Background: an optimization exercise with open tools, aiming at small area. Do not read the settings as production practice. The RTL was checked by simulation tests, not by an equivalence proof against the original design. No activity file was given, so power comes from the tool's default toggle rates.

==> inputs of 12-07 <==
## unflatten_stream
module unflatten_stream #(
  parameter int DATA_W = cnn_pkg::DATA_W,
  parameter int COLS   = cnn_pkg::COLS,
  parameter int ROWS   = cnn_pkg::ROWS
) (
  input  logic                     clk,
  input  logic                     rst_n,
  input  logic                     start,
  input  logic                     in_valid,
  output logic                     in_ready,
  input  logic signed [DATA_W-1:0] in_data,
  input  logic                     in_last,
  output logic [COLS*ROWS*DATA_W-1:0] grid_out,
  output logic                     frame_valid,
  input  logic                     frame_ack,
  output logic                     busy,
  output logic                     len_err
);
  localparam int N  = COLS * ROWS;
  localparam int GW = N * DATA_W;
  logic fill_q;    
  logic hold_q;    
  logic accept;
  logic clear;
  logic last_idx;
  logic final_elem;
  assign in_ready    = fill_q;
  assign busy        = fill_q;
  assign frame_valid = hold_q;
  assign accept     = in_valid & fill_q;
  assign clear      = start & (~hold_q | frame_ack);
  assign final_elem = last_idx & ~start & (N != 1);
  grid_index_counter #(
    .N (N)
  ) u_index (
    .clk      (clk),
    .clear    (clear),
    .advance  (accept),
    .last_idx (last_idx)
  );
  always_ff @(posedge clk or negedge rst_n) begin
    if (!rst_n) begin
      fill_q  <= 1'b0;
      hold_q  <= 1'b0;
      len_err <= 1'b0;
    end else if (fill_q) begin
      if (accept) begin
        if (final_elem) begin
  ...
==> flow/config.mk <==
export PLATFORM = sky130hd
export DESIGN_NAME = unflatten_stream
export DESIGN_NICKNAME = unflatten_stream
export VERILOG_FILES = /design/flow/design.v
export SDC_FILE = /design/flow/constraint.sdc
export NUM_CORES = 4
export LEC_CHECK = 0
export CAP_MARGIN = 20
export CORE_AREA = 5 5 715 715
export DIE_AREA = 0 0 720 720
export PLACE_DENSITY = 0.8
export SLEW_MARGIN = 20
==> flow/constraint.sdc <==
create_clock -name core_clock -period 5.0 [get_ports {clk}]
set_input_delay 1.0000 -clock core_clock [delete_from_list [all_inputs] [get_ports {clk}]]
set_output_delay 1.0000 -clock core_clock [all_outputs]
set_load 0.01 [all_outputs]
standard.sh (not shown) runs the stock make flow with config.mk's settings and CLKGATE_MAP_FILE= SYNTH_SCRIPT=/design/flow/synth_recipe.tcl, a recipe that flattens the netlist after the stock synthesis.
==> flow/flow/run.sh <==
#!/bin/bash
# Standard layout, with the port buffers made from the smallest buffer cell and a clock
# tree of clkbuf_8 sink clusters without dummy loads.
set -euo pipefail
bash standard.sh \
  BUFFER_PORTS_ARGS="-buffer_cell sky130_fd_sc_hd__buf_1" \
  CTS_ARGS="-sink_clustering_enable -repair_clock_nets -dont_use_dummy_load -buf_list sky130_fd_sc_hd__clkbuf_8 -sink_clustering_size 17 -sink_clustering_max_diameter 100" \
  finish > standard.log 2>&1
==> inputs of 01-01, as changes to 12-07 <==
Settings changed: PLACE_DENSITY 0.8 to 0.9.
==> run summary <==
Clock skew: 12-07 is lower than 01-01 (9.7 ps).
Synthesized area is the same in 12-07 and 01-01.
01-01 passed the timing, design-rule and antenna checks. 12-07 completed without violations.
Of 12-07 and 01-01, 01-01 has the higher cell count (gap 0.35%, measured against 01-01).
Between 01-01 and 12-07, the lower core utilization is in 12-07 (gap 0.083 points).
Against 01-01, the routed wire length of 12-07 is lower by 4.5%.
Against 12-07, the non-clock buffer count of 01-01 is higher by 33.
==> figures <==
| quantity | 01-01 | 12-07 |
|---|---|---|
| Status | complete, no violations | complete, no violations |
| Filler cell count | 54600 | 54700 |
| Met2 GRT Util | 15.5% | 14.7% |
| Clock Skews | 86.9 ps | 77.2 ps |
| Sequential share of power | 68.4% | 69.0% |
| Slowest cell on crit path | dfrtp_1 | buf_1 |
| Global Route met1 Usage | 7.92% | 7.41% |
| Clock buffers created by TritonCTS | 144 | 138 |
| Proportion of cell area occupied by multi-input gates | 0.290% | 0.291% |
| Setup slack of the critical path after layout | 1950 ps | 1960 ps |
| Fmax | 0.328 GHz | 0.329 GHz |
| Count of placed standard cells including taps | 10700 | 10700 |
| Non-Clock Buffer Area Fraction | 10.6% | 10.3% |
| Final instance count without filler cells | 10900 | 10800 |

---

==> run a <==
==> flow/design.v <==
package cnn_pkg;
  localparam int DATA_W = 16;
  localparam int COLS   = 11;
  localparam int ROWS   = 11;
endpackage
module grid_index_counter #(
  parameter  int N  = cnn_pkg::COLS * cnn_pkg::ROWS,
  localparam int IW = (N > 1) ? $clog2(N) : 1
) (
  input  logic          clk,
  input  logic          clear,
  input  logic          advance,
  output logic          last_idx
);
  logic [IW-1:0] idx;
  always_ff @(posedge clk) begin
    if (advance) idx <= clear ? IW'(1) : idx + 1'b1;
    else if (clear) idx <= '0;
  end
  assign last_idx = ((idx & IW'(N - 1)) == IW'(N - 1));
endmodule
module unflatten_stream #(
  parameter int DATA_W = cnn_pkg::DATA_W,
  parameter int COLS   = cnn_pkg::COLS,
  parameter int ROWS   = cnn_pkg::ROWS
) (
  input  logic                     clk,
  input  logic                     rst_n,
  input  logic                     start,
  input  logic                     in_valid,
  output logic                     in_ready,
  input  logic signed [DATA_W-1:0] in_data,
  input  logic                     in_last,
  output logic [COLS*ROWS*DATA_W-1:0] grid_out,
  output logic                     frame_valid,
  input  logic                     frame_ack,
  output logic                     busy,
  output logic                     len_err
);
  localparam int N  = COLS * ROWS;
  localparam int GW = N * DATA_W;
  logic fill_q;    
  logic hold_q;    
  logic accept;
  logic clear;
  logic last_idx;
  logic final_elem;
  assign in_ready    = fill_q;
  assign busy        = fill_q;
  assign frame_valid = hold_q;
  assign accept     = in_valid & fill_q;
  assign clear      = start & (~hold_q | frame_ack);
  assign final_elem = last_idx & ~start & (N != 1);
  grid_index_counter #(
    .N (N)
  ) u_index (
    .clk      (clk),
    .clear    (clear),
    .advance  (accept),
    .last_idx (last_idx)
  );
  always_ff @(posedge clk or negedge rst_n) begin
    if (!rst_n) begin
      fill_q  <= 1'b0;
      hold_q  <= 1'b0;
      len_err <= 1'b0;
    end else if (fill_q) begin
      if (accept) begin
        if (final_elem) begin
          fill_q  <= 1'b0;
          hold_q  <= 1'b1;
          len_err <= len_err | ~in_last;
        end else if (in_last) begin
          fill_q  <= 1'b0;
          len_err <= 1'b1;
        end
      end
    end else if (hold_q) begin
      if (frame_ack) begin
        hold_q <= 1'b0;
        if (start) begin
          fill_q  <= 1'b1;
          len_err <= 1'b0;
        end
      end
    end else if (start) begin
      fill_q  <= 1'b1;
      len_err <= 1'b0;
    end
  end
  always_ff @(posedge clk) begin
    if (accept) grid_out <= {in_data, grid_out[GW-1:DATA_W]};
  end
endmodule
==> flow/flow/run.sh <==
#!/bin/bash
# Standard layout, with the port buffers made from the smallest buffer cell and a clock
# tree of clkbuf_4 sink clusters without dummy loads.
set -euo pipefail
bash standard.sh \
  BUFFER_PORTS_ARGS="-buffer_cell sky130_fd_sc_hd__buf_1" \
  CTS_ARGS="-sink_clustering_enable -repair_clock_nets -dont_use_dummy_load -buf_list {sky130_fd_sc_hd__clkbuf_4 sky130_fd_sc_hd__clkbuf_8} -sink_clustering_buffer sky130_fd_sc_hd__clkbuf_4 -sink_clustering_size 10 -sink_clustering_max_diameter 35" \
  finish > standard.log 2>&1
==> flow/standard.sh <==
#!/bin/bash
# synth_recipe.tcl (not shown) runs the flow's synth.tcl, then flattens the netlist and writes it again
# the make line also repeats each setting of config.mk as NAME=value (left out here)
make -C /OpenROAD-flow-scripts/flow DESIGN_CONFIG=/design/flow/config.mk WORK_HOME=/design/flow/orfs CLKGATE_MAP_FILE= SYNTH_SCRIPT=/design/flow/synth_recipe.tcl "${@:-finish}"
==> flow/config.mk <==
export PLATFORM = sky130hd
export DESIGN_NAME = unflatten_stream
export DESIGN_NICKNAME = unflatten_stream
export VERILOG_FILES = /design/flow/design.v
export SDC_FILE = /design/flow/constraint.sdc
export NUM_CORES = 4
export LEC_CHECK = 0
export CAP_MARGIN = 20
export CORE_AREA = 5 5 715 715
export DIE_AREA = 0 0 720 720
export PLACE_DENSITY = 0.8
export SLEW_MARGIN = 20
==> flow/constraint.sdc <==
create_clock -name core_clock -period 5.0 [get_ports {clk}]
set_input_delay 1.0000 -clock core_clock [delete_from_list [all_inputs] [get_ports {clk}]]
set_output_delay 1.0000 -clock core_clock [all_outputs]
set_load 0.01 [all_outputs]
==> inputs of run b, as changes to run a <==
==> flow/flow/run.sh (replaced) <==
#!/bin/bash
# Standard layout, with the port buffers made from the smallest buffer cell and a clock
# tree of clkbuf_8 sink clusters without dummy loads.
set -euo pipefail
bash standard.sh \
  BUFFER_PORTS_ARGS="-buffer_cell sky130_fd_sc_hd__buf_1" \
  CTS_ARGS="-sink_clustering_enable -repair_clock_nets -dont_use_dummy_load -buf_list sky130_fd_sc_hd__clkbuf_8 -sink_clustering_size 18 -sink_clustering_max_diameter 120" \
  finish > standard.log 2>&1
==> inputs of run c, as changes to run a <==
==> flow/flow/run.sh (replaced) <==
#!/bin/bash
# Standard layout, with the port buffers made from the smallest buffer cell.
set -euo pipefail
bash standard.sh BUFFER_PORTS_ARGS="-buffer_cell sky130_fd_sc_hd__buf_1" finish > standard.log 2>&1
--- a/flow/config.mk
+++ b/flow/config.mk
@@ -9,2 +9,5 @@
 export CORE_AREA = 5 5 715 715
+export CTS_BUF_LIST = sky130_fd_sc_hd__clkbuf_8
+export CTS_CLUSTER_DIAMETER = 50
+export CTS_CLUSTER_SIZE = 18
 export DIE_AREA = 0 0 720 720
==> qor summary <==
item	run b	run c	run a
Outcome	complete, no violations	complete, no violations	complete, no violations
Cell-internal power	21.1 mW	23.1 mW	22.0 mW
Switching power as a share of total power	22.6%	24.2%	23.3%
Final worst path period share	63.0%	62.1%	61.0%
Max transition margin	32.6%	33.3%	31.3%
Final core occ	15.3%	15.7%	15.5%
Met3 wirelength from detailed routing	21500 µm	21600 µm	23400 µm
Initial detailed-routing violation count	3124	3091	3082
Arrival time of the worst setup path	2150 ps	2100 ps	2050 ps
Highest Clock Rate	318 MHz	322 MHz	328 MHz
Length of routed wiring on met1	65600 µm	66300 µm	65600 µm
Data buffer area share	10.4%	10.2%	10.4%
Number of nets in the finished design	4154	4201	4329
Number of H-tree branching levels	3	4	5
Synthesis-to-layout area growth	30.9%	34.4%	32.2%
Clock power frac	25.0%	32.8%	28.6%
Sequential cell fraction of total power	70.0%	62.7%	66.7%
Share of final-layout standard cells stronger than drive strength 1	4.41%	7.64%	8.25%
Antenna violations before repair	33	31	34
Clk pwr	6.82 mW	10.0 mW	8.20 mW
Clock-pin slew of the registers on the worst-case setup and hold paths	100 ps	100 ps	90 ps
Multi-input combinational area share	0.292%	0.284%	0.289%
Vias	30200	30800	31300
Min Tclk post-route	3150 ps	3100 ps	3050 ps
Slowest stage delay, CP	600 ps	590 ps	590 ps
Maximum VDD drop	295 µV	301 µV	297 µV
Share of final layout cell area taken by clock buffers and inverters	2.21%	4.71%	3.16%

-- what the ideal ports hide --
The results above use ideal ports. As a check the final layouts listed here were re-extracted and re-timed, cells and wires unchanged. Step 1 assumes that a clkbuf_16 drives the clock port and a buf_2 every other input. Step 2 adds t to the input delays and takes it off the output delays; t is the mean of the earliest and latest rising clock arrival at the registers after step 1. Input paths then give back, and output paths get back, about the clock's delay inside the block. a / b / c = ideal / step 1 / step 2; a / b = the first two.
run | shift t [ns] | setup WS [ns] | clock arrival spread, ns | worst register clock-pin slew, ns
12-07 | 0.961 | 1.962 / 1.886 / 1.877 | 0.098 / 0.098 | 0.11 / 0.11
01-01 | 0.960 | 1.950 / 1.873 / 1.657 | 0.129 / 0.129 | 0.11 / 0.11
run a | 0.998 | 1.949 / 1.869 / 1.846 | 0.134 / 0.134 | 0.11 / 0.11
run b | 1.007 | 1.852 / 1.772 / 1.931 | 0.128 / 0.128 | 0.12 / 0.12
run c | 1.015 | 1.897 / 1.817 / 1.873 | 0.090 / 0.091 | 0.11 / 0.11
After both steps setup and hold are still met in every run listed. The setup slack of 01-01, which loses most, moves by -0.077 ns with the drivers and by -0.293 ns with both steps.
